From an optimization exercise on the open Yosys and OpenROAD flow, aimed at small area; shortcuts taken in it are not production practice. Only simulation tests tie the RTL to the original design; equivalence was not proved. Power is estimated from default activity; no workload was simulated.

File: flow/run.sh
#!/bin/bash
# synth_recipe.tcl (not shown) runs the flow's synth.tcl, then flattens the netlist and writes it again
# the make line also repeats each setting of config.mk as NAME=value (left out here)
make -C /OpenROAD-flow-scripts/flow DESIGN_CONFIG=/design/flow/config.mk WORK_HOME=/design/flow/orfs CLKGATE_MAP_FILE= SYNTH_SCRIPT=/design/flow/synth_recipe.tcl finish
File: flow/config.mk
export PLATFORM = sky130hd
export DESIGN_NAME = pulsing_led_level_controller_unit
export DESIGN_NICKNAME = pulsing_led_level_controller_unit
export VERILOG_FILES = /design/flow/design.v
export SDC_FILE = /design/flow/constraint.sdc
export NUM_CORES = 4
export LEC_CHECK = 0
export CAP_MARGIN = 20
export CORE_MARGIN = 2
export CORE_UTILIZATION = 40
export SLEW_MARGIN = 20
File: flow/constraint.sdc
create_clock -name core_clock -period 11.0 [get_ports {clk_i}]
set_input_delay 2.2000 -clock core_clock [delete_from_list [all_inputs] [get_ports {clk_i}]]
set_output_delay 2.2000 -clock core_clock [all_outputs]
set_load 0.01 [all_outputs]
File: flow/design.v
module pulsing_led_level_controller_unit (
  input  logic                       clk_i,
  input  logic                       rst_ni,
  input  logic                       in_valid,
  output logic                       in_ready,
  input  logic [1:0]                 in_command,
  input  logic [31:0]                in_now_ms,
  input  logic [31:0]                in_last_point_ms,
  input  logic [7:0]                 in_red,
  input  logic [7:0]                 in_green,
  input  logic [7:0]                 in_blue,
  output logic                       out_valid,
  input  logic                       out_ready,
  output logic [17:0]                out_level,
  output logic                       out_pulsing,
  output logic [7:0]                 out_red,
  output logic [7:0]                 out_green,
  output logic [7:0]                 out_blue,
  input  logic                       psel,
  input  logic                       penable,
  input  logic                       pwrite,
  input  logic [3:0]                 paddr,
  input  logic [31:0]                pwdata,
  output logic [31:0]                prdata,
  output logic                       pready
);
  logic [12:0] per_q;
  logic [16:0] low_q, upp_q, gain_q;
  always_ff @(posedge clk_i or negedge rst_ni) begin
    if (!rst_ni) begin
      per_q  <= 13'd2000;
      low_q  <= 17'd3277;
      upp_q  <= 17'd39322;
      gain_q <= 17'd65536;
    end else if (psel && penable && pwrite) begin
      case (paddr[3:2])
        2'd0: per_q  <= pwdata[12:0];
        2'd1: low_q  <= pwdata[16:0];
        2'd2: upp_q  <= pwdata[16:0];
        default: gain_q <= pwdata[16:0];
      endcase
    end
  end
  always_comb begin
    case (paddr[3:2])
      2'd0: prdata = {19'd0, per_q};
      2'd1: prdata = {15'd0, low_q};
      2'd2: prdata = {15'd0, upp_q};
      default: prdata = {15'd0, gain_q};
    endcase
  end
  assign pready = 1'b1;
  typedef enum logic [3:0] {
    S_IDLE = 4'd0,
    S_EL   = 4'd1,
    S_MOD  = 4'd2,
    S_TABS = 4'd3,
    S_MDA  = 4'd4,
    S_MDB  = 4'd5,
    S_W1   = 4'd6,
    S_W2   = 4'd7,
    S_STOP = 4'd8,
    S_COL  = 4'd9,
    S_ACC  = 4'd10,
    S_OUT  = 4'd11
  } state_e;
  state_e      st;
  logic [4:0]  k;       
  logic [4:0]  step;    
  logic [1:0]  ch;      
  logic        k0, k16;
  assign k0  = (k == 5'd0);
  assign k16 = (k == 5'd16);
  logic [16:0] lv;      
  logic        pul;
  logic [23:0] col;     
  logic        ov;
  logic [16:0] rr, tr, qr;
  logic        bw, gt, lt, seen, dbit, sR, neg, bq, ca, cb, cq, rd, qd, ybit, sat;
  logic [31:0] per_z, low_z, upp_z, gain_z;
  assign per_z  = {19'd0, per_q};
  assign low_z  = {15'd0, low_q};
  assign upp_z  = {15'd0, upp_q};
  assign gain_z = {15'd0, gain_q};
  logic [4:0] tidx;
  logic       now_b, last_b;
  assign tidx   = (st == S_EL) ? ~step : step;
  assign now_b  = in_now_ms[tidx];
  assign last_b = in_last_point_ms[tidx];
  logic p_b, l_b, u_b, g_b;
  assign p_b = per_z[k];
  assign l_b = low_z[k];
  assign u_b = upp_z[k];
  assign g_b = gain_z[k];
  logic [31:0] c500, c655;
  assign c500 = 32'd500;
  assign c655 = 32'd655;
  logic shr;             
  logic r_h, t_h, q_h, lv_h;
  assign r_h  = (shr && k16) ? rr[16] : rr[0];
  assign t_h  = (shr && k16) ? tr[16] : tr[0];
  assign q_h  = qr[0];
  assign lv_h = lv[0];
  logic [7:0] cin_sel;
  logic [2:0] cj_idx;
  logic       cj;
  always_comb begin
    case (ch)
      2'd0: cin_sel = in_red;
      2'd1: cin_sel = in_green;
      default: cin_sel = in_blue;
    endcase
  end
  assign cj_idx = ~step[2:0];
  assign cj     = cin_sel[cj_idx] & (step[4:3] == 2'b11);
  logic bw_e, e_b, gt_n;
  assign bw_e = bw;
  assign e_b  = now_b ^ last_b ^ bw_e;
  assign gt_n = (e_b ^ c500[tidx]) ? e_b : gt;
  logic bw0, d_b, bw_ul;
  assign bw0   = k0 ? 1'b0 : bw;
  assign d_b   = u_b ^ l_b ^ bw0;
  assign bw_ul = (~u_b & (l_b | bw0)) | (l_b & bw0);
  logic seen0;
  assign seen0 = k0 ? 1'b0 : seen;
  logic fa_x, fa_y, fa_c, fa_s, fa_co;
  always_comb begin
    case (st)
      S_MDB:   begin fa_x = rr[0]; fa_y = dbit & tr[0]; fa_c = k0 ? 1'b0 : ca; end
      S_COL:   begin fa_x = t_h;   fa_y = cj & lv_h;    fa_c = k0 ? 1'b0 : ca; end
      default: begin fa_x = l_b;   fa_y = q_h ^ neg;    fa_c = k0 ? (neg ^ bq) : ca; end
    endcase
  end
  assign fa_s  = fa_x ^ fa_y ^ fa_c;
  assign fa_co = (fa_x & fa_y) | (fa_x & fa_c) | (fa_y & fa_c);
  logic fb_x, fb_y, fb_c, fb_s, fb_co, ybit_n;
  assign ybit_n = k0 ? fa_s : ybit;
  always_comb begin
    case (st)
      S_MOD:   begin fb_x = k0 ? now_b : rd; fb_y = p_b ^ ~sR;  fb_c = k0 ? ~sR : cb; end
      S_MDA:   begin fb_x = k0 ? 1'b0 : rd;  fb_y = p_b ^ ~sR;  fb_c = k0 ? ~sR : cb; end
      S_MDB:   begin fb_x = fa_s;            fb_y = ~sR & ~p_b; fb_c = k0 ? ~sR : cb; end
      default: begin fb_x = r_h;             fb_y = ybit_n & g_b; fb_c = k0 ? 1'b0 : cb; end
    endcase
  end
  assign fb_s  = fb_x ^ fb_y ^ fb_c;
  assign fb_co = (fb_x & fb_y) | (fb_x & fb_c) | (fb_y & fb_c);
  logic dec_b, bw_d, lt_n;
  assign dec_b = lv_h ^ c655[k] ^ bw0;
  assign bw_d  = (~lv_h & (c655[k] | bw0)) | (c655[k] & bw0);
  assign lt_n  = (dec_b ^ fa_s) ? fa_s : (k0 ? 1'b0 : lt);
  logic cq0, hs;
  assign cq0 = k0 ? bq : cq;
  assign hs  = q_h ^ cq0;
  logic        xfer;      
  assign xfer = (st == S_COL) && (step == 5'd6);
  assign shr  = (st == S_COL) && !xfer;
  logic r_in, t_in, q_in, lv_in, lv_en, col_en, col_in;
  always_comb begin
    r_in   = r_h;
    t_in   = t_h;
    q_in   = q_h;
    lv_in  = lv_h;
    lv_en  = 1'b0;
    col_en = 1'b0;
    col_in = 1'b0;
    case (st)
      S_EL: begin
        r_in = 1'b0; t_in = 1'b0; q_in = 1'b0;
        col_en = 1'b1;
      end
      S_MOD, S_MDA: r_in = fb_s;
      S_MDB: begin
        r_in = fb_s;
        q_in = k0 ? ~sR : qd;
      end
      S_TABS: begin
        r_in = 1'b0;
        t_in = rr[0] ^ (sR & seen0);
      end
      S_W1: lv_en = 1'b1;
      S_W2: begin
        lv_en = 1'b1;
        lv_in = pul ? fa_s : dec_b;
      end
      S_STOP: begin
        lv_en = 1'b1;
        lv_in = k16;
      end
      S_COL: begin
        lv_en = 1'b1;
        if (xfer) begin
          r_in = 1'b0; t_in = 1'b0;
          col_en = (k >= 5'd7) && (k <= 5'd14);
          col_in = sat | rr[0];
        end else begin
          r_in = fb_s; t_in = fa_s;
        end
      end
      default: ;
    endcase
  end
  always_ff @(posedge clk_i) begin
    rr[14:0] <= rr[15:1];
    tr[14:0] <= tr[15:1];
    if (shr) begin
      rr[15] <= r_in;
      tr[15] <= t_in;
      if (k16) begin
        rr[16] <= fb_co;
        tr[16] <= fa_co;
      end
    end else begin
      rr[15] <= rr[16];
      tr[15] <= tr[16];
      rr[16] <= r_in;
      tr[16] <= t_in;
    end
    qr <= {q_in, qr[16:1]};
    rd <= rr[0];
    qd <= hs;
    if (col_en) col <= {col_in, col[23:1]};
  end
  always_ff @(posedge clk_i or negedge rst_ni) begin
    if (!rst_ni) begin
      lv <= '0;
    end else if (lv_en) begin
      lv <= {lv_in, lv[16:1]};
    end
  end
  always_ff @(posedge clk_i) begin
    case (st)
      S_IDLE: begin
        bw <= 1'b0; gt <= 1'b0;
      end
      S_EL: begin
        bw <= (~now_b & (last_b | bw_e)) | (last_b & bw_e);
        gt <= gt_n;
        sR <= 1'b0; neg <= 1'b0; bq <= 1'b0;
      end
      S_MOD: begin
        cb <= fb_co;
        if (k16) sR <= fb_s;
      end
      S_TABS: begin
        seen <= seen0 | rr[0];
        bw   <= bw_ul;
        if (k16) begin
          neg <= bw_ul;
          sR  <= 1'b0;
        end
      end
      S_MDA: begin
        cb   <= fb_co;
        bw   <= bw_ul;
        seen <= seen0 | d_b;
        if (k == step) dbit <= d_b ^ (neg & seen0);
        if (k16) sR <= fb_s;
      end
      S_MDB: begin
        ca <= fa_co;
        cb <= fb_co;
        cq <= q_h & cq0;
        if (k16) begin
          sR <= fb_s;
          bq <= ~fb_s;
        end
      end
      S_W1, S_W2: begin
        ca <= fa_co;
        bw <= bw_d;
        lt <= lt_n;
      end
      S_COL: begin
        ca   <= fa_co;
        cb   <= fb_co;
        ybit <= ybit_n;
        if (k16 && !xfer) sat <= fb_s | fb_co;
      end
      default: ;
    endcase
  end
  always_ff @(posedge clk_i or negedge rst_ni) begin
    if (!rst_ni) begin
      st   <= S_IDLE;
      pul  <= 1'b1;
      ov   <= 1'b0;
      k    <= '0;
      step <= '0;
      ch   <= '0;
    end else begin
      if (st == S_IDLE || st == S_EL || k16) k <= '0;
      else k <= k + 5'd1;
      case (st)
        S_IDLE: begin
          if (in_valid) begin
            st   <= S_EL;
            step <= 5'd31;
          end
        end
        S_EL: begin
          step <= step - 5'd1;
          if (step == 5'd0) begin
            step <= 5'd31;
            ch   <= 2'd0;
            case (in_command)
              2'd0: begin
                if (pul || gt_n) st <= (per_q == '0) ? S_W1 : S_MOD;
                else st <= S_ACC;
              end
              2'd1: begin
                pul <= 1'b1;
                st  <= S_ACC;
              end
              2'd2: st <= S_STOP;
              default: st <= S_COL;
            endcase
          end
        end
        S_MOD: begin
          if (k16) begin
            step <= step - 5'd1;
            if (step == 5'd0) st <= S_TABS;
          end
        end
        S_TABS: begin
          if (k16) begin
            step <= 5'd16;
            st   <= S_MDA;
          end
        end
        S_MDA: begin
          if (k16) st <= S_MDB;
        end
        S_MDB: begin
          if (k16) begin
            step <= step - 5'd1;
            st   <= (step == 5'd0) ? S_W1 : S_MDA;
          end
        end
        S_W1: begin
          if (k16) begin
            pul <= pul | bw_d | lt_n;
            st  <= S_W2;
          end
        end
        S_W2: begin
          if (k16) st <= S_ACC;
        end
        S_STOP: begin
          if (k16) begin
            pul <= 1'b0;
            st  <= S_ACC;
          end
        end
        S_COL: begin
          if (k16) begin
            step <= step - 5'd1;
            if (xfer) begin
              step <= 5'd31;
              ch   <= ch + 2'd1;
              if (ch == 2'd2) st <= S_ACC;
            end
          end
        end
        S_ACC: begin
          ov <= 1'b1;
          st <= S_OUT;
        end
        S_OUT: begin
          if (out_ready) begin
            ov <= 1'b0;
            st <= S_IDLE;
          end
        end
        default: st <= S_IDLE;
      endcase
    end
  end
  assign in_ready    = (st == S_ACC);
  assign out_valid   = ov;
  assign out_level   = {1'b0, lv};
  assign out_pulsing = pul;
  assign out_red     = col[7:0];
  assign out_green   = col[15:8];
  assign out_blue    = col[23:16];
endmodule
==> qor.txt, run 1 <==
kind of critical path -> in2out
CTS buffer count -> 17
ANT nets after route -> 0
routed via count -> 7,357
Initial Util -> 40.9%
Mapped Cells -> 828
total gr overflow -> 0
final setup vio count -> 0
final std cells w/o fill -> 1,322
Avg Cell Area, Syn -> 12.0 µm²
Final Util -> 51.5%
worst hold path cell count -> 0
die width -> 162 µm
die area -> 0.0262 mm²
RSZ-0062 raised after global routing -> no
Slew headroom -> 30.1%
Tot GR Track Use -> 20.2%
WL met3 -> 1180 µm
Setup Skew -> 0.00967 ns
status -> complete, no violations
clock sinks -> 189
R2R Setup Slk -> 5.98 ns
Synth Flop Type -> dfrtp_1
CP required -> 8.80 ns
port buffer count -> 176
largest net degree at the start of global routing -> 70
first-pass GRT wire length -> 41,700 µm
Residual DRC -> 0
Hold Vio Cnt, Final -> 0
sequential fraction of the synthesis area -> 47.1%
PostCTS Resize Cnt -> 0
initial antenna violation count -> 0
Post-Route Setup TNS -> 0 ns
Worst-Skew Late Latency -> 0.43 ns
Worst Reg-to-Reg Cells -> 13
hold path start -> rr[2]$_DFF_P_
fmax -> 155 MHz
Slew @ Worst Pin -> 1.05 ns
Crit path arrival time -> 4.27 ns
Synth cell types -> 68
crit end category -> output port
Final min period -> 6.47 ns
Layout area overhead -> 26.1%
Final HPWL DP -> 18,600 µm
most common library cells after synthesis -> 88 x mux2_2, 76 x dfrtp_1, 51 x dfxtp_1
routed len/inst -> 19.5 µm
routed wire length -> 25,800 µm
# IOs -> 211
Reg2Reg Capture Point -> rr[16]$_DFFE_PP_
CP Launch Type -> input pin
synthesized flop and latch total -> 189
layout cell share with drive strength beyond 1 -> 22.0%
antenna cells -> 0
Nets -> 1,138
Cell Area, Synth -> 0.00997 mm²
met1 wire length -> 11,500 µm
fin crit share -> 58.8%
# hold bufs at CTS -> 0
Reg-to-Reg Start -> st[0]$_DFFE_PN0P_
GP Congestion -> 0.909
CTS tree -> yes
asr flop ratio synth -> 52.4%
vias in the first global route -> 7,379
PD cells -> 135 mW/mm²
Cell Rows -> 57
number of DRC markers in iteration 0 -> 494
clk slew on worst S/H paths -> 0.07 ns
leading cell type by number of instances after synthesis -> mux2_2
Max Slew Vio Count -> 0
IR drop worst, VDD -> 0.0951 mV
synth warn -> 1
Die Y -> 162 µm
maximum clock path buffer count -> 2
Inst Count DP -> 1,290
top cell type's share of synthesized area -> 19.1%
Pre-antenna DRT Iters -> 5
P_leak -> 4.77 nW
worst-path maximum fanout -> 20
CORE AREA -> 0.0244 mm²
met2 routed WL -> 12,700 µm
leading area contributor after synthesis -> dfrtp_1
number of flops mapped to enable cells by yosys -> 39
Max Cap Viol -> 0
Hold Crit Endpoint -> rr[1]$_DFF_P_
uppermost routed layer -> met4
CTS root buf -> clkbuf_16
main area contributors after synthesis -> dfrtp_1 19%, edfxtp_1 12%, mux4_2 11%, dfxtp_1 10%, mux2_2 9.9%
Setup Buffers After CTS -> 0
CTS H-tree depth -> 4
hold crit path type -> reg2reg
number of vias per cell -> 5.57
area by class of cell:
type	instances	area, µm²
fill	2200	11800
multi-input combinational	561	4900
sequential	189	4700
timing repair buffer	194	1890
clock buffer	17	425
tap	324	405
clock inverter	15	159
inverter	22	82.6
metal layers:
metal	track usage, %	vias to the layer above
met5	0	-
met4	5.19	0
met3	3.73	32
met2	33.4	222
met1	27.6	3676
li1	-	3427
through the flow:
step                      instance area (µm²)  hold slack [ns]  worst slack [ns]  power [mW]
after floorplan                         10000            0.310              5.09       0.968
after global placement                  12000            0.312              4.46        1.09
after detailed placement                12000            0.312              4.47        1.10
after CTS                               12600            0.327              4.46        1.72
after global routing                    12600            0.331              4.32        1.77
final                                   12600            0.321              4.53        1.70
cells by family after synthesis:
kind of cell | synth area share (%)
other | 0.0754
DFF | 47.1
adders and majority gates | 2.89
and+or+nand+nor | 9.40
AOI/OAI and AO/OA | 11.1
buffers and inverters | 4.57
muxes | 23.8
xor gates and xnor gates | 1.05
how the worst max path moves through the flow:
stage,startpoint,end,slack (ns),cells past startpoint
3_5_place_dp,paddr[2],prdata[16],4.47,6
6_report,paddr[2],prdata[16],4.53,6
4_1_cts,paddr[2],prdata[16],4.46,6
5_1_grt,paddr[2],prdata[16],4.32,6
2_1_floorplan,paddr[2],prdata[10],5.09,3
3_3_place_gp,paddr[2],prdata[16],4.46,6
state kept, by name, summed over array words and instances (netlist names), 2 cells and up:
signal  cells
upp_q      17
gain_q     17
qr         17
step        5
tr         17
col        24
lv         17
ch          2
per_q      13
k           5
low_q      17
rr         17
st          4
power breakdown:
group	total (mW)	switching (mW)	internal [mW]
logic	0.253	0.0857	0.168
clock network	0.618	0.279	0.339
registers	0.830	0.0505	0.779
total	1.70	0.415	1.29
cells in the final DEF (no fill, tap or decap), types with 17 or more instances in the layout:
| cell type | count |
|---|---|
| a21oi_1 | 27 |
| nand2_1 | 48 |
| mux4_2 | 48 |
| clkbuf_16 | 17 |
| inv_1 | 22 |
| dfxtp_1 | 51 |
| nor2_1 | 50 |
| conb_1 | 17 |
| buf_4 | 19 |
| dfrtp_1 | 75 |
| mux2_2 | 88 |
| clkdlybuf4s50_1 | 175 |
| nand3_1 | 17 |
| edfxtp_1 | 39 |
| mux2i_1 | 30 |
| o21ai_0 | 26 |
| dfstp_2 | 23 |
critical path, stage by stage:
cell	delay, ns
clkdlybuf4s50_1	0.45
buf_4	0.32
inv_1	0.16
nor2_1	0.34
a22o_1	0.25
clkdlybuf4s50_1	0.55
==> run 2: changes to the inputs <==
--- a/flow/design.v
+++ b/flow/design.v
@@ -77,4 +77,4 @@
   logic        ov;
-  logic [16:0] rr, tr, qr;
-  logic        bw, gt, lt, seen, dbit, sR, neg, bq, ca, cb, cq, rd, qd, ybit, sat;
+  logic [16:0] rr, tr;
+  logic        bw, gt, lt, seen, seen2, dbit, sR, neg, bq, ca, cb, cq, rd, qd, ybit, sat;
   logic [31:0] per_z, low_z, upp_z, gain_z;
@@ -101,3 +101,3 @@
   assign t_h  = (shr && k16) ? tr[16] : tr[0];
-  assign q_h  = qr[0];
+  assign q_h  = col[0];
   assign lv_h = lv[0];
@@ -123,4 +123,5 @@
   assign bw_ul = (~u_b & (l_b | bw0)) | (l_b & bw0);
-  logic seen0;
-  assign seen0 = k0 ? 1'b0 : seen;
+  logic seen0, seen20;
+  assign seen0  = k0 ? 1'b0 : seen;
+  assign seen20 = k0 ? 1'b0 : seen2;
   logic fa_x, fa_y, fa_c, fa_s, fa_co;
@@ -157,3 +158,3 @@
   assign shr  = (st == S_COL) && !xfer;
-  logic r_in, t_in, q_in, lv_in, lv_en, col_en, col_in;
+  logic r_in, t_in, q_in, lv_in, lv_en, col_en, col_in, qmode;
   always_comb begin
@@ -166,8 +167,12 @@
     col_in = 1'b0;
+    qmode  = 1'b0;
     case (st)
       S_EL: begin
-        r_in = 1'b0; t_in = 1'b0; q_in = 1'b0;
+        r_in = 1'b0; t_in = 1'b0;
         col_en = 1'b1;
       end
-      S_MOD, S_MDA: r_in = fb_s;
+      S_MOD, S_MDA: begin
+        r_in = fb_s;
+        col_en = 1'b1; qmode = 1'b1;
+      end
       S_MDB: begin
@@ -175,2 +180,3 @@
         q_in = k0 ? ~sR : qd;
+        col_en = 1'b1; qmode = 1'b1;
       end
@@ -179,4 +185,9 @@
         t_in = rr[0] ^ (sR & seen0);
+        q_in = d_b ^ (neg & seen20);
+        col_en = 1'b1; qmode = 1'b1;
+      end
+      S_W1: begin
+        lv_en = 1'b1;
+        col_en = 1'b1; qmode = 1'b1;
       end
-      S_W1: lv_en = 1'b1;
       S_W2: begin
@@ -184,2 +195,4 @@
         lv_in = pul ? fa_s : dec_b;
+        q_in = 1'b0;
+        col_en = 1'b1; qmode = 1'b1;
       end
@@ -218,6 +231,5 @@
     end
-    qr <= {q_in, qr[16:1]};
     rd <= rr[0];
     qd <= hs;
-    if (col_en) col <= {col_in, col[23:1]};
+    if (col_en) col <= {col_in, col[23:18], qmode ? q_in : col[17], col[16:1]};
   end
@@ -231,9 +243,18 @@
   always_ff @(posedge clk_i) begin
+    ca    <= fa_co;
+    cb    <= fb_co;
+    cq    <= q_h & cq0;
+    ybit  <= ybit_n;
+    lt    <= lt_n;
+    seen  <= seen0 | rr[0];
+    seen2 <= seen20 | d_b;
+    gt    <= (st == S_EL) & gt_n;
+    case (st)
+      S_IDLE:     bw <= 1'b0;
+      S_EL:       bw <= (~now_b & (last_b | bw_e)) | (last_b & bw_e);
+      S_W1, S_W2: bw <= bw_d;
+      default:    bw <= bw_ul;
+    endcase
     case (st)
-      S_IDLE: begin
-        bw <= 1'b0; gt <= 1'b0;
-      end
       S_EL: begin
-        bw <= (~now_b & (last_b | bw_e)) | (last_b & bw_e);
-        gt <= gt_n;
         sR <= 1'b0; neg <= 1'b0; bq <= 1'b0;
@@ -241,24 +262,17 @@
       S_MOD: begin
-        cb <= fb_co;
-        if (k16) sR <= fb_s;
-      end
-      S_TABS: begin
-        seen <= seen0 | rr[0];
-        bw   <= bw_ul;
         if (k16) begin
+          sR  <= fb_s;
           neg <= bw_ul;
-          sR  <= 1'b0;
         end
       end
+      S_TABS: begin
+        if (k16) sR <= 1'b0;
+      end
       S_MDA: begin
-        cb   <= fb_co;
-        bw   <= bw_ul;
-        seen <= seen0 | d_b;
-        if (k == step) dbit <= d_b ^ (neg & seen0);
-        if (k16) sR <= fb_s;
+        if (k16) begin
+          sR   <= fb_s;
+          dbit <= q_h;
+        end
       end
       S_MDB: begin
-        ca <= fa_co;
-        cb <= fb_co;
-        cq <= q_h & cq0;
         if (k16) begin
@@ -268,11 +282,3 @@
       end
-      S_W1, S_W2: begin
-        ca <= fa_co;
-        bw <= bw_d;
-        lt <= lt_n;
-      end
       S_COL: begin
-        ca   <= fa_co;
-        cb   <= fb_co;
-        ybit <= ybit_n;
         if (k16 && !xfer) sat <= fb_s | fb_co;
@@ -282,2 +288,21 @@
   end
+  always_ff @(posedge clk_i) begin
+    if (st == S_IDLE || st == S_EL || k16) k <= '0;
+    else k <= k + 5'd1;
+    case (st)
+      S_IDLE: step <= 5'd31;
+      S_EL: begin
+        step <= step - 5'd1;
+        ch   <= 2'd0;
+      end
+      S_MOD, S_MDB: if (k16) step <= (st == S_MOD && step == 5'd0) ? 5'd16 : step - 5'd1;
+      S_COL: begin
+        if (k16) begin
+          step <= xfer ? 5'd31 : step - 5'd1;
+          if (xfer) ch <= ch + 2'd1;
+        end
+      end
+      default: ;
+    endcase
+  end
   always_ff @(posedge clk_i or negedge rst_ni) begin
@@ -287,20 +312,9 @@
       ov   <= 1'b0;
-      k    <= '0;
-      step <= '0;
-      ch   <= '0;
     end else begin
-      if (st == S_IDLE || st == S_EL || k16) k <= '0;
-      else k <= k + 5'd1;
       case (st)
         S_IDLE: begin
-          if (in_valid) begin
-            st   <= S_EL;
-            step <= 5'd31;
-          end
+          if (in_valid) st <= S_EL;
         end
         S_EL: begin
-          step <= step - 5'd1;
           if (step == 5'd0) begin
-            step <= 5'd31;
-            ch   <= 2'd0;
             case (in_command)
@@ -320,12 +334,6 @@
         S_MOD: begin
-          if (k16) begin
-            step <= step - 5'd1;
-            if (step == 5'd0) st <= S_TABS;
-          end
+          if (k16 && step == 5'd0) st <= S_TABS;
         end
         S_TABS: begin
-          if (k16) begin
-            step <= 5'd16;
-            st   <= S_MDA;
-          end
+          if (k16) st <= S_MDA;
         end
@@ -335,6 +343,3 @@
         S_MDB: begin
-          if (k16) begin
-            step <= step - 5'd1;
-            st   <= (step == 5'd0) ? S_W1 : S_MDA;
-          end
+          if (k16) st <= (step == 5'd0) ? S_W1 : S_MDA;
         end
@@ -356,10 +361,3 @@
         S_COL: begin
-          if (k16) begin
-            step <= step - 5'd1;
-            if (xfer) begin
-              step <= 5'd31;
-              ch   <= ch + 2'd1;
-              if (ch == 2'd2) st <= S_ACC;
-            end
-          end
+          if (k16 && xfer && ch == 2'd2) st <= S_ACC;
         end
==> flow/flow/run.sh (new file) <==
#!/bin/bash
# Standard ORFS layout (the standard.sh, unchanged synthesis) with smaller cells where the
# flow has a choice: buf_1 as the port buffer, no CTS dummy loads, and power recovery (cell
# downsizing on paths with slack) after global routing. Each tool's output goes to the ORFS
# logs under orfs/logs; make's own output goes to flow.log here.
set -euo pipefail
export BUFFER_PORTS_ARGS="-buffer_cell sky130_fd_sc_hd__buf_1"
export CTS_ARGS="-sink_clustering_enable -repair_clock_nets -dont_use_dummy_load"
export RECOVER_POWER=100
bash standard.sh > flow.log 2>&1
==> flow/standard.sh (new file) <==
#!/bin/bash
# synth_recipe.tcl (not shown) runs the flow's synth.tcl, then flattens the netlist and writes it again
# the make line also repeats each setting of config.mk as NAME=value (left out here)
make -C /OpenROAD-flow-scripts/flow DESIGN_CONFIG=/design/flow/config.mk WORK_HOME=/design/flow/orfs CLKGATE_MAP_FILE= SYNTH_SCRIPT=/design/flow/synth_recipe.tcl "${@:-finish}"
--- a/flow/config.mk
+++ b/flow/config.mk
@@ -7,2 +7,3 @@
 export LEC_CHECK = 0
+export ABC_AREA = 1
 export CAP_MARGIN = 20
removed: flow/run.sh
==> qor.txt, run 2 <==
Cell Area, Synth -> 0.00900 mm²
PD cells -> 290 mW/mm²
crit end category -> output port
asr flop ratio synth -> 50.3%
CP required -> 8.80 ns
most common cell after layout, fill and taps aside -> nand2_1
Slew @ Worst Pin -> 2.47 ns
Synth Flop Type -> dfrtp_1
Final Util -> 46.2%
Pre-antenna DRT Iters -> 7
Tot GR Track Use -> 20.3%
clock sinks -> 173
Synth cell types -> 53
IR drop worst, VDD -> 0.138 mV
pre-CTS setup slack -> 5.08 ns
Failing Checks -> max-capacitance violations, max-slew violations
met1 wire length -> 11,300 µm
routed len/inst -> 15.5 µm
total gr overflow -> 0
Seq pwr share -> 36.8%
maximum clock path buffer count -> 2
Buf/Inv on CP -> 5
Inst Count DP -> 1,532
P_leak -> 4.50 nW
Post-Route Setup TNS -> 0 ns
final std cells w/o fill -> 1,552
most common library cells after synthesis -> 314 x nand2_1, 138 x o21ai_0, 94 x inv_1
largest net degree at the start of global routing -> 45
# hold bufs at CTS -> 0
number of flops mapped to enable cells by yosys -> 38
setup ws final -> 4.81 ns
top cell type's share of synthesized area -> 17.8%
Crit path arrival time -> 3.99 ns
Reg-to-Reg Start -> k[1]$_SDFF_PP0_
Setup Skew -> 0.0357 ns
port buffer count -> 176
WHS -> 0.310 ns
# IOs -> 211
hold path start -> tr[4]$_DFF_P_
Die Y -> 154 µm
Area after DPL -> 0.00977 mm²
hold crit path type -> reg2reg
Hold Crit Endpoint -> tr[3]$_DFF_P_
vias in the first global route -> 7,561
Reg2Reg Capture Point -> rr[16]$_DFFE_PP_
internal power -> 1.66 mW
total power -> 2.94 mW
CP Launch Type -> input pin
status -> finished with violations
met2 routed WL -> 11,000 µm
CORE AREA -> 0.0220 mm²
CTS buffer count -> 17
clock share of power -> 16.5%
uppermost routed layer -> met4
Mapped Cells -> 1,116
Largest register FFs -> 24
Cell Rows -> 54
PostCTS Resize Cnt -> 0
number of DRC markers in iteration 0 -> 671
main area contributors after synthesis -> dfrtp_1 18%, nand2_1 13%, edfxtp_1 13%, dfxtp_1 11%, o21ai_0 7.7%
kind of critical path -> in2out
Worst path slowest cell -> clkbuf_1
initial antenna violation count -> 0
Hold Vio Cnt, Final -> 0
Final HPWL DP -> 17,200 µm
synthesized flop and latch total -> 173
ANT nets after route -> 0
CTS root buf -> clkbuf_16
Worst Reg-to-Reg Cells -> 19
crit path cell chain -> buf_1 > inv_1 > nor2_1 > clkbuf_1 > inv_1 > o22ai_1 > a21oi_1 > nand2_1 > buf_1
final setup vio count -> 0
die width -> 154 µm
Max Slew Vio Count -> 125
routed wire length -> 24,000 µm
clk slew on worst S/H paths -> 0.08 ns
die area -> 0.0237 mm²
WL met3 -> 1330 µm
number of vias per cell -> 5.12
synth warn -> 1
fin crit share -> 56.2%
cell area after layout -> 0.0101 mm²
share of total power in combinational logic -> 46.7%
sw frac -> 43.6%
CTS H-tree depth -> 4
worst-path maximum fanout -> 15
Initial Util -> 41.0%
CP top delay family -> buffers and inverters
first-pass GRT wire length -> 38,900 µm
Net Sw Power -> 1.28 mW
Worst-Skew Late Latency -> 0.43 ns
sequential fraction of the synthesis area -> 47.9%
leading area contributor after synthesis -> dfrtp_1
Largest Register -> col
Nets -> 1,428
CP max stage delay -> 0.68 ns
Slew headroom -> -64.7%
Layout area overhead -> 12.6%
Max Cap Viol -> 3
Residual DRC -> 0
Avg Cell Area, Syn -> 8.06 µm²
GP Congestion -> 0.912
fmax -> 162 MHz
layout cell share with drive strength beyond 1 -> 5.42%
leading cell type by number of instances after synthesis -> nand2_1
Final min period -> 6.19 ns
Setup Buffers After CTS -> 0
antenna cells -> 0
routed via count -> 7,951
RSZ-0062 raised after global routing -> no
CTS tree -> yes
R2R Setup Slk -> 5.06 ns
most frequent cells in the layout -> 316 x nand2_1, 175 x buf_1, 141 x o21ai_0
worst hold path cell count -> 0
-- run 2: cell count changes after synthesis, moves of 48 or more --
cell,change
inv_1,+72
nand3_1,+60
o21ai_0,+112
mux4_2,-48
mux2_2,-88
nand2_1,+266
-- run 2: layer usage --
layer	up-vias	global-route usage, %
met5	-	0
met2	290	33.2
met4	0	5.79
met1	3676	27.8
met3	27	3.66
li1	3958	-
-- run 2: final cells by class --
cell class                 instances  area (µm²)
sequential                       173        4310
timing repair buffer             185         702
fill                            2220       11800
inverter                         105         395
clock buffer                      17         425
multi-input combinational        792        3950
tap                              280         350
-- run 2: kinds of logic after synthesis --
logic type | Yosys count | share of synthesized area [%]
XOR/XNOR | 8 | 0.779
adder cells (fa/ha/maj) | 21 | 3.34
other | 2 | 0.0835
AO/OA/AOI/OAI | 223 | 13.9
AND/OR/NAND/NOR | 513 | 24.7
multiplexers | 10 | 1.11
flip-flops | 173 | 47.9
buffers and inverters | 166 | 8.23
-- run 2: power groups by stage --
stage / clock (mW) / sequential (mW) / combinational [mW]
6_report: 0.485 / 1.08 / 1.37
3_3_place_gp: 0 / 1.09 / 1.38
3_5_place_dp: 0 / 1.09 / 1.39
4_1_cts: 0.501 / 1.09 / 1.40
5_1_grt: 0.525 / 1.11 / 1.57
2_1_floorplan: 0 / 1.08 / 1.02
-- run 2: how the worst max path moves through the flow --
stage	startpoint	to	slack, ns	depth (start not counted)
2_1_floorplan	paddr[2]	prdata[14]	5.84	5
3_3_place_gp	paddr[3]	prdata[6]	5.10	6
3_5_place_dp	paddr[3]	prdata[6]	5.08	6
4_1_cts	paddr[3]	prdata[6]	5.08	6
5_1_grt	rst_ni	lv[13]$_DFFE_PN0P_	4.44	2
6_report	paddr[2]	prdata[1]	4.81	9
==> run 3: changes to the inputs <==
==> flow/flow/run.sh (replaced) <==
#!/bin/bash
# Standard ORFS layout (the standard.sh, unchanged synthesis) with smaller cells where the
# flow has a choice: buf_1 as the port buffer and no CTS dummy loads. Each tool's output goes
# to the ORFS logs under orfs/logs; make's own output goes to flow.log here.
set -euo pipefail
export BUFFER_PORTS_ARGS="-buffer_cell sky130_fd_sc_hd__buf_1"
export CTS_ARGS="-sink_clustering_enable -repair_clock_nets -dont_use_dummy_load"
bash standard.sh > flow.log 2>&1
==> qor.txt, run 3 <==
largest net degree at the start of global routing -> 45
Synth cell types -> 53
final setup vio count -> 0
Nets -> 1,428
CORE AREA -> 0.0220 mm²
CP Launch Type -> input pin
crit end category -> output port
layout cell share with drive strength beyond 1 -> 7.08%
die area -> 0.0237 mm²
Initial Util -> 41.0%
Crit path arrival time -> 3.70 ns
WHS -> 0.308 ns
asr flop ratio synth -> 50.3%
Mapped Cells -> 1,116
leading cell type by number of instances after synthesis -> nand2_1
CTS H-tree depth -> 4
Max Slew Vio Count -> 0
PD cells -> 290 mW/mm²
sequential fraction of the synthesis area -> 47.9%
total gr overflow -> 0
Max Cap Viol -> 0
main area contributors after synthesis -> dfrtp_1 18%, nand2_1 13%, edfxtp_1 13%, dfxtp_1 11%, o21ai_0 7.7%
Final Util -> 46.7%
Residual DRC -> 0
hold crit path type -> reg2reg
PostCTS Resize Cnt -> 0
vias in the first global route -> 7,561
Post-Route Setup TNS -> 0 ns
status -> complete, no violations
RSZ-0062 raised after global routing -> no
total power -> 2.97 mW
Final min period -> 5.90 ns
GP Congestion -> 0.912
Setup Buffers After CTS -> 0
Slew @ Worst Pin -> 0.824 ns
CTS buffer count -> 17
Cell Area, Synth -> 0.00900 mm²
# hold bufs at CTS -> 0
crit path cell chain -> buf_1 > nand2_1 > clkinv_1 > nand2_1 > nand4_1 > buf_1
R2R Setup Slk -> 6.09 ns
port buffer count -> 176
Largest register FFs -> 24
Worst path slowest cell -> clkinv_1
Cell Rows -> 54
most common cell after layout, fill and taps aside -> nand2_1
CTS tree -> yes
P_leak -> 4.55 nW
fmax -> 169 MHz
Tot GR Track Use -> 20.3%
most frequent cells in the layout -> 312 x nand2_1, 175 x buf_1, 138 x o21ai_0
IR drop worst, VDD -> 0.137 mV
Layout area overhead -> 13.9%
number of vias per cell -> 5.09
fin crit share -> 53.7%
routed wire length -> 24,000 µm
antenna cells -> 0
leading area contributor after synthesis -> dfrtp_1
Worst-Skew Late Latency -> 0.43 ns
routed len/inst -> 15.4 µm
maximum clock path buffer count -> 2
Final HPWL DP -> 17,200 µm
die width -> 154 µm
synth warn -> 1
ANT nets after route -> 0
first-pass GRT wire length -> 38,900 µm
Largest Register -> col
Slew headroom -> 44.9%
Pre-antenna DRT Iters -> 7
Synth Flop Type -> dfrtp_1
# IOs -> 211
clk slew on worst S/H paths -> 0.08 ns
Setup Skew -> 0.0385 ns
routed via count -> 7,897
number of flops mapped to enable cells by yosys -> 38
CP max stage delay -> 0.54 ns
clock sinks -> 173
worst-path maximum fanout -> 10
CP required -> 8.80 ns
CTS root buf -> clkbuf_16
Die Y -> 154 µm
Avg Cell Area, Syn -> 8.06 µm²
top cell type's share of synthesized area -> 17.8%
initial antenna violation count -> 0
number of DRC markers in iteration 0 -> 629
most common library cells after synthesis -> 314 x nand2_1, 138 x o21ai_0, 94 x inv_1
synthesized flop and latch total -> 173
Hold Vio Cnt, Final -> 0
kind of critical path -> in2out
==> run 3: layout make-up <==
| type | instances | area (µm²) |
|---|---|---|
| clock buffer | 17 | 425 |
| multi-input combinational | 792 | 4010 |
| sequential | 173 | 4310 |
| inverter | 105 | 395 |
| tap | 280 | 350 |
| timing repair buffer | 185 | 759 |
| fill | 2203 | 11700 |
==> run 3: cells by family (layout without fill, tap and decap cells) <==
logic type                 Yosys count  count (layout)  share of synthesized area (%)
AOI/OAI and AO/OA                  223             223                           13.9
xor gates and xnor gates             8               8                          0.779
adders and majority gates           21              21                           3.34
buffers and inverters              166             307                           8.23
DFF                                173             173                           47.9
muxes                               10              10                           1.11
other                                2              17                         0.0835
and+or+nand+nor                    513             513                           24.7
==> run 3: path summary, 6_finish.rpt <==
path                                              end  cells past startpoint       startpoint
worst max-delay path                        prdata[6]                      6         paddr[3]
worst min-delay path                    tr[3]$_DFF_P_                      0    tr[4]$_DFF_P_
worst max register to register       rr[16]$_DFFE_PP_                     19  k[1]$_SDFF_PP0_
worst min register to register          tr[3]$_DFF_P_                      0    tr[4]$_DFF_P_
max in group asynchronous        low_q[0]$_DFFE_PN1P_                      2           rst_ni
min in group asynchronous       low_q[13]$_DFFE_PN0P_                      1           rst_ni
==> run 3: critical path: cells and delay by family <==
family        cells  cell delay, ns
buf+inv           3            0.79
simple gates      3            0.70
==> run 3: layer usage <==
layer  routed length (µm)  part of all wire (%)  up-vias  GRT usage [%]
met5                    0                     0        -              0
met4                  318                   1.3        0           5.79
met3                 1280                   5.4       25           3.66
met2                11000                    46      279           33.2
met1                11400                    47     3634           27.8
li1                     -                     -     3959              -
==> run 3: power breakdown <==
part | total [mW] | internal [mW] | switching [mW]
clock | 0.486 | 0.269 | 0.217
combinational | 1.40 | 0.464 | 0.937
sequential | 1.08 | 0.939 | 0.144
total | 2.97 | 1.67 | 1.30
==> run 3: per-stage QoR <==
step | setup WS (ns) | cell area [µm²] | instances
6_report | 5.10 | 10200 | 1552
5_1_grt | 4.98 | 10200 | 1552
4_1_cts | 5.08 | 10200 | 1549
3_5_place_dp | 5.08 | 9770 | 1532
3_3_place_gp | 5.10 | 9770 | 1532
2_1_floorplan | 5.84 | 9050 | 1131
==> run 4: changes to the inputs <==
--- a/flow/flow/run.sh
+++ b/flow/flow/run.sh
@@ -6,3 +6,3 @@
 export BUFFER_PORTS_ARGS="-buffer_cell sky130_fd_sc_hd__buf_1"
-export CTS_ARGS="-sink_clustering_enable -repair_clock_nets -dont_use_dummy_load"
+export CTS_ARGS="-sink_clustering_enable -repair_clock_nets -dont_use_dummy_load -buf_list sky130_fd_sc_hd__clkbuf_8 -sink_clustering_size 30 -sink_clustering_max_diameter 100"
 bash standard.sh > flow.log 2>&1
==> qor.txt, run 4 <==
Setup Skew -> 0.0621 ns
Post-Route Setup TNS -> 0 ns
number of vias per cell -> 5.10
Reg-to-Reg Start -> k[1]$_SDFF_PP0_
Max Slew Vio Count -> 0
Largest register FFs -> 24
Layout area overhead -> 11.8%
first-pass GRT wire length -> 38,900 µm
Initial Util -> 41.0%
fin crit share -> 54.0%
Synth Flop Type -> dfrtp_1
worst hold path cell count -> 0
clock sinks -> 173
CTS buffer count -> 17
largest net degree at the start of global routing -> 45
number of DRC markers in iteration 0 -> 604
PostCTS Resize Cnt -> 0
routed wire length -> 23,800 µm
Worst-Skew Late Latency -> 0.48 ns
Setup Buffers After CTS -> 0
maximum clock path buffer count -> 2
Reg2Reg Capture Point -> rr[16]$_DFFE_PP_
Max Cap Viol -> 0
Avg Cell Area, Syn -> 8.06 µm²
leading area contributor after synthesis -> dfrtp_1
Cell Area, Synth -> 0.00900 mm²
# hold bufs at CTS -> 0
Final HPWL DP -> 17,200 µm
CP Launch Type -> input pin
status -> complete, no violations
main area contributors after synthesis -> dfrtp_1 18%, nand2_1 13%, edfxtp_1 13%, dfxtp_1 11%, o21ai_0 7.7%
Synth cell types -> 53
CP required -> 8.80 ns
register area -> 0.00431 mm²
Mapped Cells -> 1,116
synth warn -> 1
sequential fraction of the synthesis area -> 47.9%
port buffer count -> 176
CTS root buf -> clkbuf_8
Worst Reg-to-Reg Cells -> 19
clk slew on worst S/H paths -> 0.12 ns
Largest Register -> col
CTS H-tree depth -> 4
GP Congestion -> 0.912
CORE AREA -> 0.0220 mm²
P_leak -> 4.46 nW
Hold Vio Cnt, Final -> 0
synthesized flop and latch total -> 173
IR drop worst, VDD -> 0.100 mV
Residual DRC -> 0
worst-path maximum fanout -> 10
PD cells -> 280 mW/mm²
Die Y -> 154 µm
Nets -> 1,428
routed via count -> 7,913
asr flop ratio synth -> 50.3%
Crit path arrival time -> 3.74 ns
fill cell count -> 2,227
ANT nets after route -> 0
CTS tree -> yes
Multi-input gate area -> 0.00401 mm²
die width -> 154 µm
hold path start -> tr[4]$_DFF_P_
Tot GR Track Use -> 20.4%
routed len/inst -> 15.3 µm
most frequent cells in the layout -> 312 x nand2_1, 175 x buf_1, 138 x o21ai_0
Slew @ Worst Pin -> 0.851 ns
total power -> 2.81 mW
final setup vio count -> 0
hold crit path type -> reg2reg
Pre-antenna DRT Iters -> 7
R2R Setup Slk -> 6.12 ns
total gr overflow -> 0
top cell type's share of synthesized area -> 17.8%
Slew headroom -> 43.1%
leading cell type by number of instances after synthesis -> nand2_1
Cell Rows -> 54
die area -> 0.0237 mm²
antenna cells -> 0
most common cell after layout, fill and taps aside -> nand2_1
crit end category -> output port
kind of critical path -> in2out
initial antenna violation count -> 0
Final min period -> 5.94 ns
# IOs -> 211
vias in the first global route -> 7,518
Hold Crit Endpoint -> tr[3]$_DFF_P_
fmax -> 168 MHz
most common library cells after synthesis -> 314 x nand2_1, 138 x o21ai_0, 94 x inv_1
RSZ-0062 raised after global routing -> no
number of flops mapped to enable cells by yosys -> 38
layout cell share with drive strength beyond 1 -> 7.08%
==> run 4: routing by layer <==
layer	wire length, µm	vias up	global-route usage (%)
met1	11200	3644	27.8
li1	-	3950	-
met5	0	-	0
met4	331	0	5.92
met3	1380	27	3.86
met2	10900	292	33.1
==> run 4: final cells by class <==
class,instances,share of cell area [%]
Sequential cell,173,42.8
Multi-Input combinational cell,792,39.9
Timing Repair Buffer,185,7.55
Inverter,105,3.93
Tap cell,280,3.48
Clock buffer,17,2.33
==> run 4: worst max-delay path by stage <==
stage | to | slack, ns | startpoint
floorplan | prdata[14] | 5.84 | paddr[2]
global placement | prdata[6] | 5.10 | paddr[3]
detailed placement | prdata[6] | 5.08 | paddr[3]
CTS | prdata[6] | 5.08 | paddr[3]
global route | prdata[6] | 4.99 | paddr[3]
finish | prdata[6] | 5.06 | paddr[3]
==> run 4: critical path: stages <==
cell and delay (ns):
buf_1 0.10, nand2_1 0.41, clkinv_1 0.56, nand2_1 0.17, nand4_1 0.14, buf_1 0.15
==> run 4: kinds of logic after synthesis <==
| kind of cell | synth area share [%] |
|---|---|
| adder cells (fa/ha/maj) | 3.34 |
| multiplexers | 1.11 |
| buffers and inverters | 8.23 |
| flip-flops | 47.9 |
| XOR/XNOR | 0.779 |
| AO/OA/AOI/OAI | 13.9 |
| AND/OR/NAND/NOR | 24.7 |
| other | 0.0835 |
==> run 4: report_power, final <==
part	internal, mW	switching (mW)	total (mW)
clock	0.137	0.200	0.336
combinational	0.465	0.933	1.40
sequential	0.937	0.143	1.08
==> run 4: metrics by stage <==
| step | hold slack, ns | util, % | worst slack (ns) | std cells | area, µm² |
|---|---|---|---|---|---|
| 2_1_floorplan | 0.310 | - | 5.84 | 1131 | 9050 |
| 3_3_place_gp | 0.311 | 44.5 | 5.10 | 1532 | 9770 |
| 3_5_place_dp | 0.312 | 44.5 | 5.08 | 1532 | 9770 |
| 4_1_cts | 0.283 | 45.5 | 5.08 | 1549 | 10000 |
| 5_1_grt | 0.297 | 45.8 | 4.99 | 1552 | 10100 |
| 6_report | 0.295 | 45.8 | 5.06 | 1552 | 10100 |
==> run 5: changes to the inputs <==
==> flow/run.sh (new file) <==
#!/bin/bash
# synth_recipe.tcl (not shown) runs the flow's synth.tcl, then flattens the netlist and writes it again
# the make line also repeats each setting of config.mk as NAME=value (left out here)
make -C /OpenROAD-flow-scripts/flow DESIGN_CONFIG=/design/flow/config.mk WORK_HOME=/design/flow/orfs CLKGATE_MAP_FILE= SYNTH_SCRIPT=/design/flow/synth_recipe.tcl finish
removed: flow/flow/run.sh
removed: flow/standard.sh
==> qor.txt, run 5 <==
die width -> 154 µm
Post-Route Setup TNS -> 0 ns
synthesized flop and latch total -> 173
most common library cells after synthesis -> 314 x nand2_1, 138 x o21ai_0, 94 x inv_1
Final min period -> 6.65 ns
asr flop ratio synth -> 50.3%
vias in the first global route -> 7,577
Cell Area, Synth -> 0.00900 mm²
Synth cell types -> 53
fmax -> 150 MHz
sequential fraction of the synthesis area -> 47.9%
# hold bufs at CTS -> 0
total gr overflow -> 0
Synth Flop Type -> dfrtp_1
Layout area overhead -> 27.6%
Net Sw Power -> 1.37 mW
worst-path maximum fanout -> 14
Die Y -> 154 µm
Avg Cell Area, Syn -> 8.06 µm²
Slew @ Worst Pin -> 1.05 ns
CP required -> 8.80 ns
port buffer count -> 176
clock sinks -> 173
crit end category -> output port
sw frac -> 42.6%
Largest register FFs -> 24
GP Congestion -> 0.925
Seq pwr share -> 33.7%
largest net degree at the start of global routing -> 47
Largest Register -> col
setup ws final -> 4.35 ns
initial antenna violation count -> 0
Final HPWL DP -> 17,600 µm
clk slew on worst S/H paths -> 0.07 ns
leading cell type by number of instances after synthesis -> nand2_1
most frequent cells in the layout -> 311 x nand2_1, 175 x clkdlybuf4s50_1, 138 x o21ai_0
Nets -> 1,425
top cell type's share of synthesized area -> 17.8%
leading area contributor after synthesis -> dfrtp_1
maximum clock path buffer count -> 2
kind of critical path -> in2out
routed len/inst -> 15.8 µm
Cell Rows -> 54
Mapped Cells -> 1,116
pre-CTS setup slack -> 4.32 ns
RSZ-0062 raised after global routing -> no
Initial Util -> 41.0%
number of DRC markers in iteration 0 -> 584
ANT nets after route -> 0
die area -> 0.0237 mm²
PD cells -> 281 mW/mm²
CTS tree -> yes
Worst-Skew Late Latency -> 0.44 ns
# IOs -> 211
layout cell share with drive strength beyond 1 -> 8.10%
antenna cells -> 0
Crit path arrival time -> 4.45 ns
number of vias per cell -> 5.10
clock share of power -> 18.8%
routed via count -> 7,969
Residual DRC -> 0
fill cell count -> 2,106
Tot GR Track Use -> 20.9%
Hold Vio Cnt, Final -> 0
CORE AREA -> 0.0220 mm²
fin crit share -> 60.4%
number of flops mapped to enable cells by yosys -> 38
Setup Skew -> 0.0158 ns
synth warn -> 1
IR drop worst, VDD -> 0.129 mV
status -> complete, no violations
Max Slew Vio Count -> 0
CP Launch Type -> input pin
CTS root buf -> clkbuf_16
Max Cap Viol -> 0
routed wire length -> 24,700 µm
main area contributors after synthesis -> dfrtp_1 18%, nand2_1 13%, edfxtp_1 13%, dfxtp_1 11%, o21ai_0 7.7%
Slew headroom -> 29.6%
hold crit path type -> reg2reg
CTS buffer count -> 17
CTS H-tree depth -> 4
first-pass GRT wire length -> 39,500 µm
most common cell after layout, fill and taps aside -> nand2_1
P_leak -> 5.07 nW
share of total power in combinational logic -> 47.5%
Pre-antenna DRT Iters -> 5
final setup vio count -> 0
Setup Buffers After CTS -> 0
PostCTS Resize Cnt -> 0
internal power -> 1.85 mW
[run 5: cell counts after synthesis]
Identical to the previous run, type by type.
[run 5: cells by family after synthesis]
logic type,share of synthesized area (%)
and+or+nand+nor,24.7
AOI/OAI and AO/OA,13.9
DFF,47.9
buffers and inverters,8.23
adders and majority gates,3.34
muxes,1.11
xor gates and xnor gates,0.779
other,0.0835
[run 5: cell type report]
class / instances / area, µm² / share of cell area (%)
clock buffer: 17 / 425 / 3.70
clock inverter: 15 / 185 / 1.61
inverter: 105 / 395 / 3.44
multi-input combinational: 792 / 4020 / 35.0
sequential: 173 / 4310 / 37.5
tap: 280 / 350 / 3.05
timing repair buffer: 182 / 1800 / 15.7
[run 5: worst paths after layout]
kind / from / endpoint / slack, ns / cells past startpoint
worst max-delay path: paddr[3] / prdata[2] / 4.35 / 7
worst min-delay path: tr[11]$_DFF_P_ / tr[10]$_DFF_P_ / 0.32 / 0
worst max register to register: k[1]$_SDFF_PP0_ / rr[16]$_DFFE_PP_ / 6.01 / 19
worst min register to register: tr[11]$_DFF_P_ / tr[10]$_DFF_P_ / 0.32 / 0
max in group asynchronous: rst_ni / lv[0]$_DFFE_PN0P_ / 8.21 / 2
min in group asynchronous: rst_ni / gain_q[13]$_DFFE_PN0P_ / 1.74 / 1
[run 5: critical path, cell delays in order]
cell and delay, ns:
clkdlybuf4s50_1 0.54, nand2_1 0.21, inv_1 0.49, a22o_1 0.23, a21oi_1 0.04, o21ai_0 0.13
clkdlybuf4s50_1 0.59
[run 5: through the flow]
stage	cell area [µm²]	total power, mW	util [%]	hold slack, ns	std cells
floorplan	9050	2.10	-	0.310	1131
CTS	11500	3.25	52.3	0.329	1564
finish	11500	3.22	52.3	0.324	1564
global placement	10900	2.61	49.5	0.311	1532
detailed placement	10900	2.63	49.5	0.312	1532
global route	11500	3.48	52.3	0.332	1564
[run 5: per-layer routing]
layer  wire, µm  vias to the layer above  track usage, %  share of wire, %
li1           -                     3973               -                 -
met1      11700                     3685            28.4                47
met5          0                        -               0                 0
met4        346                        0            6.14               1.4
met3       1530                       26            4.88               6.2
met2      11100                      285            33.3                45
[run 5: power by group through the flow]
stage / Clock [mW] / Sequential, mW / Combinational (mW)
after detailed placement: 0 / 1.10 / 1.53
final: 0.605 / 1.09 / 1.53
after floorplan: 0 / 1.08 / 1.02
after global routing: 0.647 / 1.12 / 1.72
after CTS: 0.622 / 1.09 / 1.54
after global placement: 0 / 1.09 / 1.52
==> run 6: changes to the inputs <==
==> flow/flow/run.sh (new file) <==
#!/bin/bash
# Standard ORFS layout (the standard.sh) with area-oriented choices:
#  - ABC maps with an area-oriented script (flow/abc_area.script, used through a copy of the
#    ORFS scripts folder); registers are mapped by the unchanged yosys flow as in the standard
#    synthesis.
#  - buf_1 as the port buffer on every input and output port.
#  - CTS with clkbuf_8 buffers, larger sink clusters and no dummy loads.
# Each tool's output goes to the ORFS logs under orfs/logs; make's output goes to flow.log.
set -euo pipefail
rm -rf orfs_scripts
cp -r "$FLOW_HOME/scripts" orfs_scripts
cp flow/abc_area.script orfs_scripts/abc_area.script
export SCRIPTS_DIR="$PWD/orfs_scripts"
export BUFFER_PORTS_ARGS="-buffer_cell sky130_fd_sc_hd__buf_1"
export CTS_ARGS="-sink_clustering_enable -repair_clock_nets -dont_use_dummy_load -buf_list sky130_fd_sc_hd__clkbuf_16 -sink_clustering_size 40 -sink_clustering_max_diameter 150"
bash standard.sh > flow.log 2>&1
==> flow/flow/abc_area.script (new file) <==
strash
&get -n
&st
&synch2
&dch -f
&put
amap
topo
stime -c
==> flow/standard.sh (new file) <==
#!/bin/bash
# synth_recipe.tcl (not shown) runs the flow's synth.tcl, then flattens the netlist and writes it again
# the make line also repeats each setting of config.mk as NAME=value (left out here)
make -C /OpenROAD-flow-scripts/flow DESIGN_CONFIG=/design/flow/config.mk WORK_HOME=/design/flow/orfs CLKGATE_MAP_FILE= SYNTH_SCRIPT=/design/flow/synth_recipe.tcl "${@:-finish}"
removed: flow/run.sh
==> qor.txt, run 6 <==
routed wire length -> 22,900 µm
port buffer count -> 176
CORE AREA -> 0.0202 mm²
Avg Cell Area, Syn -> 10.1 µm²
Initial Util -> 40.6%
die width -> 147 µm
Hold Crit Endpoint -> rr[9]$_DFF_P_
Post-Route Setup TNS -> 0 ns
Max Slew Vio Count -> 0
CP Launch Type -> input pin
met3 Use GR -> 3.88%
CTS tree -> yes
main area contributors after synthesis -> dfrtp_1 20%, edfxtp_1 14%, dfxtp_1 12%, o22a_1 7.6%, dfstp_2 7.4%
most frequent cells in the layout -> 175 x buf_1, 86 x nor2_1, 84 x clkinv_1
most common cell after layout, fill and taps aside -> buf_1
CP max stage delay -> 0.59 ns
Mapped Cells -> 807
synthesized flop and latch total -> 173
Setup Skew -> 0.0203 ns
worst-path maximum fanout -> 20
# IOs -> 211
Reg-to-Reg Start -> st[0]$_DFFE_PN0P_
initial antenna violation count -> 0
cell area after layout -> 0.00961 mm²
Worst path slowest cell -> clkinv_1
sw frac -> 40.4%
Largest Register -> col
number of vias per cell -> 5.71
Final Util -> 47.7%
number of flops mapped to enable cells by yosys -> 38
Hold Vio Cnt, Final -> 0
clk slew on worst S/H paths -> 0.07 ns
largest net degree at the start of global routing -> 55
CTS buffer count -> 17
routed len/inst -> 17.9 µm
internal power -> 1.68 mW
CP required -> 8.80 ns
Reg2Reg Capture Point -> rr[16]$_DFFE_PP_
Residual DRC -> 0
most used routing layer -> met2
CTS root buf -> clkbuf_16
WHS -> 0.318 ns
Net Sw Power -> 1.14 mW
Cell Area, Synth -> 0.00818 mm²
layout cell share with drive strength beyond 1 -> 5.46%
GR Util met2 -> 34.3%
antenna cells -> 0
Die Y -> 147 µm
asr flop ratio synth -> 50.3%
Slew headroom -> 38.5%
status -> complete, no violations
fin crit share -> 62.5%
number of DRC markers in iteration 0 -> 564
clock share of power -> 17.1%
hold crit path type -> reg2reg
sequential fraction of the synthesis area -> 52.7%
maximum clock path buffer count -> 2
R2R Setup Slk -> 4.52 ns
Worst-Skew Late Latency -> 0.44 ns
IR drop worst, VDD -> 0.144 mV
routed via count -> 7,286
crit end category -> output port
Final HPWL DP -> 16,200 µm
P_leak -> 3.39 nW
Setup Buffers After CTS -> 0
synth warn -> 1
Tot GR Track Use -> 21.1%
final setup vio count -> 0
total gr overflow -> 0
CTS H-tree depth -> 4
ANT nets after route -> 0
hold path start -> rr[10]$_DFF_P_
die area -> 0.0216 mm²
fmax -> 146 MHz
Pre-antenna DRT Iters -> 4
Largest register FFs -> 24
clock sinks -> 173
Synth Flop Type -> dfrtp_1
share of total power in combinational logic -> 43.5%
Max Cap Viol -> 0
Area after DPL -> 0.00919 mm²
kind of critical path -> in2out
PD cells -> 294 mW/mm²
most common library cells after synthesis -> 87 x nor2_1, 84 x clkinv_1, 71 x o22a_1
Seq pwr share -> 39.3%
RSZ-0062 raised after global routing -> no
first-pass GRT wire length -> 36,400 µm
leading cell type by number of instances after synthesis -> nor2_1
worst hold path cell count -> 0
Synth cell types -> 45
Cell Rows -> 52
fill cell count -> 2,012
PostCTS Resize Cnt -> 0
Worst Reg-to-Reg Cells -> 18
Layout area overhead -> 17.5%
Final min period -> 6.87 ns
GP Congestion -> 0.916
top cell type's share of synthesized area -> 19.6%
vias in the first global route -> 6,972
crit path cell chain -> buf_1 > buf_4 > clkinv_1 > nor2_1 > clkinv_1 > o22ai_1 > a21oi_1 > buf_1
# hold bufs at CTS -> 0
Slew @ Worst Pin -> 0.919 ns
Crit path arrival time -> 4.67 ns
Nets -> 1,163
leading area contributor after synthesis -> dfrtp_1
met1 usage -> 28.4%
==> run 6: stage by stage <==
step	total power [mW]	setup WS [ns]	cells
floorplan	1.96	5.48	822
global placement	2.33	4.12	1260
detailed placement	2.35	4.11	1260
CTS	2.84	4.10	1277
global route	3.05	3.87	1277
finish	2.83	4.13	1277
==> run 6: cell families after synthesis <==
kind of cell / count (synthesis) / share of synthesized area (%)
flops: 173 / 52.7
simple gates: 183 / 9.47
compound gates: 325 / 28.5
other cells: 2 / 0.0918
buf+inv: 103 / 5.60
fa+ha+maj: 21 / 3.67
==> run 6: area by class of cell <==
| type | instances | area (µm²) | area share (%) |
|---|---|---|---|
| well taps | 270 | 338 | 3.51 |
| clock buffers | 17 | 425 | 4.42 |
| flip-flops and latches | 173 | 4310 | 44.8 |
| inverters | 84 | 315 | 3.28 |
| multi-input cells | 546 | 3480 | 36.2 |
| repair buffers | 187 | 747 | 7.77 |
==> run 6: power by group through the flow <==
stage / Combinational, mW / Sequential (mW) / Clock, mW
after floorplan: 0.829 / 1.13 / 0
after detailed placement: 1.22 / 1.12 / 0
after global routing: 1.38 / 1.15 / 0.521
final: 1.23 / 1.11 / 0.485
after CTS: 1.23 / 1.12 / 0.498
after global placement: 1.21 / 1.12 / 0
==> run 6: worst max path at each step <==
stage,from,to
final,paddr[2],prdata[1]
after global routing,paddr[2],prdata[5]
after CTS,paddr[2],prdata[1]
after detailed placement,paddr[2],prdata[1]
after global placement,paddr[2],prdata[1]
after floorplan,paddr[2],prdata[13]
==> run 6: critical path, delay by kind of cell <==
family / cells / cell delay, ns
compound gates: 2 / 0.46
simple gates: 1 / 0.33
buf+inv: 5 / 1.64
==> run 6: metal layers <==
metal  share of wire, %  vias to the layer above
li1                   -                     3505
met1                 44                     3472
met2                 47                      278
met3                6.3                       31
met4                1.9                        0
met5                  0                        -
==> run 7: changes to the inputs <==
--- a/flow/flow/run.sh
+++ b/flow/flow/run.sh
@@ -14,3 +14,3 @@
 export BUFFER_PORTS_ARGS="-buffer_cell sky130_fd_sc_hd__buf_1"
-export CTS_ARGS="-sink_clustering_enable -repair_clock_nets -dont_use_dummy_load -buf_list sky130_fd_sc_hd__clkbuf_16 -sink_clustering_size 40 -sink_clustering_max_diameter 150"
+export CTS_ARGS="-sink_clustering_enable -repair_clock_nets -dont_use_dummy_load -buf_list sky130_fd_sc_hd__clkbuf_4 sky130_fd_sc_hd__clkbuf_8"
 bash standard.sh > flow.log 2>&1
--- a/flow/config.mk
+++ b/flow/config.mk
@@ -10,3 +10,3 @@
 export CORE_MARGIN = 2
-export CORE_UTILIZATION = 40
+export CORE_UTILIZATION = 65
 export SLEW_MARGIN = 20
==> qor.txt, run 7 <==
main area contributors after synthesis -> dfrtp_1 20%, edfxtp_1 14%, dfxtp_1 12%, o22a_1 7.6%, dfstp_2 7.4%
port buffer count -> 176
Cell Area, Synth -> 0.00818 mm²
Cell Rows -> 40
asr flop ratio synth -> 50.3%
sequential fraction of the synthesis area -> 52.7%
Area after DPL -> 0.00906 mm²
Die Y -> 116 µm
stop err -> [ERROR STA-0564] clock_tree_synthesis positional arguments not supported.
stage reached -> clock tree synthesis
status -> aborted with a tool error
pre-CTS setup slack -> 4.69 ns
Final HPWL DP -> 15,900 µm
# IOs -> 211
Synth Flop Type -> dfrtp_1
number of flops mapped to enable cells by yosys -> 38
leading area contributor after synthesis -> dfrtp_1
Initial Util -> 67.3%
die width -> 116 µm
GP Congestion -> 0.942
Synth cell types -> 45
synthesized flop and latch total -> 173
most common library cells after synthesis -> 87 x nor2_1, 84 x clkinv_1, 71 x o22a_1
synth warn -> 1
top cell type's share of synthesized area -> 19.6%
Mapped Cells -> 807
Avg Cell Area, Syn -> 10.1 µm²
leading cell type by number of instances after synthesis -> nor2_1
[run 7: cell counts after synthesis]
Identical to the previous run, type by type.
[run 7: power by group through the flow]
stage | Combinational (mW) | Sequential, mW | Clock (mW)
after global placement | 1.17 | 1.11 | 0
after detailed placement | 1.21 | 1.13 | 0
after floorplan | 0.829 | 1.13 | 0
[run 7: how the worst max path moves through the flow]
stage                      start          endpoint  slack (ns)  depth (start not counted)
3_5_place_dp   st[0]$_DFFE_PN0P_  rr[16]$_DFFE_PP_        4.69                         18
3_3_place_gp   st[0]$_DFFE_PN0P_  rr[16]$_DFFE_PP_        4.82                         18
2_1_floorplan           paddr[2]        prdata[13]        5.48                          4
[run 7: cell families after synthesis]
family	count (synthesis)	share of synthesized area, %
flops	173	52.7
compound gates	325	28.5
fa+ha+maj	21	3.67
other cells	2	0.0918
simple gates	183	9.47
buf+inv	103	5.60
[run 7: per-stage QoR]
step | hold WS, ns | instances
2_1_floorplan | 0.310 | 822
3_3_place_gp | 0.313 | 1158
3_5_place_dp | 0.312 | 1158
==> run 8: changes to the inputs <==
--- a/flow/flow/run.sh
+++ b/flow/flow/run.sh
@@ -14,3 +14,3 @@
 export BUFFER_PORTS_ARGS="-buffer_cell sky130_fd_sc_hd__buf_1"
-export CTS_ARGS="-sink_clustering_enable -repair_clock_nets -dont_use_dummy_load -buf_list sky130_fd_sc_hd__clkbuf_4 sky130_fd_sc_hd__clkbuf_8"
+export CTS_ARGS="-sink_clustering_enable -repair_clock_nets -dont_use_dummy_load -buf_list sky130_fd_sc_hd__clkbuf_8 -sink_clustering_size 20 -sink_clustering_max_diameter 80"
 bash standard.sh > flow.log 2>&1
==> qor.txt, run 8 <==
first-pass GRT wire length -> 35,100 µm
clock sinks -> 173
CTS root buf -> clkbuf_8
asr flop ratio synth -> 50.3%
Cell Rows -> 40
R2R Setup Slk -> 4.61 ns
number of DRC markers in iteration 0 -> 755
Hold Crit Endpoint -> tr[13]$_DFF_P_
IR drop worst, VDD -> 0.162 mV
Die Y -> 116 µm
Synth Flop Type -> dfrtp_1
die width -> 116 µm
main area contributors after synthesis -> dfrtp_1 20%, edfxtp_1 14%, dfxtp_1 12%, o22a_1 7.6%, dfstp_2 7.4%
RSZ-0062 raised after global routing -> no
Setup Buffers After CTS -> 0
CORE AREA -> 0.0122 mm²
GP Congestion -> 0.942
fill cell count -> 868
Initial Util -> 67.3%
Tot GR Track Use -> 33.6%
Final Util -> 76.5%
vias in the first global route -> 7,268
Max Slew Vio Count -> 0
port buffer count -> 176
routed len/inst -> 18.8 µm
final std cells w/o fill -> 1,175
final setup vio count -> 0
status -> complete, no violations
CP required -> 11.19 ns
routed wire length -> 22,100 µm
layout cell share with drive strength beyond 1 -> 5.36%
Slew @ Worst Pin -> 1.05 ns
antenna cells -> 0
CP Launch Type -> flip-flop
Largest register FFs -> 24
PostCTS Resize Cnt -> 0
most common cell after layout, fill and taps aside -> buf_1
leading cell type by number of instances after synthesis -> nor2_1
ANT nets after route -> 0
clk slew on worst S/H paths -> 0.09 ns
fin crit share -> 58.1%
CTS tree -> yes
largest net degree at the start of global routing -> 88
Hold Vio Cnt, Final -> 0
top cell type's share of synthesized area -> 19.6%
worst-path maximum fanout -> 11
routed via count -> 7,683
hold crit path type -> reg2reg
Synth cell types -> 45
Slew headroom -> 29.5%
total gr overflow -> 0
Crit path arrival time -> 6.58 ns
fmax -> 156 MHz
worst hold path cell count -> 0
Final HPWL DP -> 15,900 µm
number of vias per cell -> 6.54
Pre-antenna DRT Iters -> 7
Max Cap Viol -> 0
Residual DRC -> 0
CTS buffer count -> 17
kind of critical path -> reg2reg
Worst Reg-to-Reg Cells -> 18
Nets -> 1,163
P_leak -> 3.31 nW
most frequent cells in the layout -> 175 x buf_1, 87 x nor2_1, 84 x clkinv_1
most common library cells after synthesis -> 87 x nor2_1, 84 x clkinv_1, 71 x o22a_1
crit end category -> flip-flop
total power -> 2.69 mW
sequential fraction of the synthesis area -> 52.7%
CTS H-tree depth -> 4
Post-Route Setup TNS -> 0 ns
-- run 8: area by class of cell --
| type | count | area, µm² | share of cell area (%) |
|---|---|---|---|
| timing repair buffer | 187 | 751 | 8.07 |
| tap | 168 | 210 | 2.26 |
| inverter | 84 | 315 | 3.39 |
| multi-input combinational | 546 | 3490 | 37.5 |
| clock buffer | 17 | 234 | 2.51 |
| sequential | 173 | 4310 | 46.3 |
-- run 8: per-layer routing --
layer / routed length [µm] / track usage, %
met1: 8470 / 40.3
met2: 11100 / 58.8
met3: 1880 / 7.68
met4: 687 / 13.8
met5: 0 / 0
-- run 8: how the worst max path moves through the flow --
| stage | startpoint | to | cells after the start |
|---|---|---|---|
| 2_1_floorplan | paddr[2] | prdata[13] | 4 |
| 3_3_place_gp | st[0]$_DFFE_PN0P_ | rr[16]$_DFFE_PP_ | 18 |
| 3_5_place_dp | st[0]$_DFFE_PN0P_ | rr[16]$_DFFE_PP_ | 18 |
| 4_1_cts | st[0]$_DFFE_PN0P_ | rr[16]$_DFFE_PP_ | 18 |
| 5_1_grt | st[0]$_DFFE_PN0P_ | rr[16]$_DFFE_PP_ | 18 |
| 6_report | st[0]$_DFFE_PN0P_ | rr[16]$_DFFE_PP_ | 18 |
-- run 8: power breakdown --
part	internal, mW	total [mW]	leakage [nW]	switching [mW]
sequential	0.949	1.13	1.70	0.177
clock	0.136	0.327	0.122	0.191
combinational	0.468	1.23	1.49	0.765
total	1.55	2.69	3.31	1.13
-- run 8: cells by family (layout without fill, tap and decap cells) --
| kind of cell | count (synthesis) | count (layout) | synth area share, % |
|---|---|---|---|
| compound gates | 325 | 325 | 28.5 |
| fa+ha+maj | 21 | 21 | 3.67 |
| buf+inv | 103 | 288 | 5.60 |
| flops | 173 | 173 | 52.7 |
| other cells | 2 | 17 | 0.0918 |
| simple gates | 183 | 183 | 9.47 |
-- run 8: through the flow --
step | cell area (µm²) | setup WS [ns] | hold WS, ns
after floorplan | 8240 | 5.48 | 0.310
after global placement | 9060 | 4.82 | 0.313
after detailed placement | 9060 | 4.69 | 0.312
after CTS | 9290 | 4.70 | 0.328
after global routing | 9300 | 4.06 | 0.336
final | 9300 | 4.61 | 0.320
-- run 8: worst max-delay path, stage by stage (launching register included) --
cell,delay [ns]
dfrtp_1,0.38
clkinv_1,0.26
nor2_1,0.34
clkinv_1,0.14
nor2_1,0.57
clkinv_1,0.50
o22ai_1,0.78
clkinv_1,0.48
a221oi_1,0.36
nor3_1,0.08
or4_1,0.53
o22ai_1,0.35
nor3_1,0.11
o22a_1,0.25
fa_1,0.53
clkinv_1,0.09
nor2_1,0.05
a221oi_1,0.23
o22ai_1,0.11
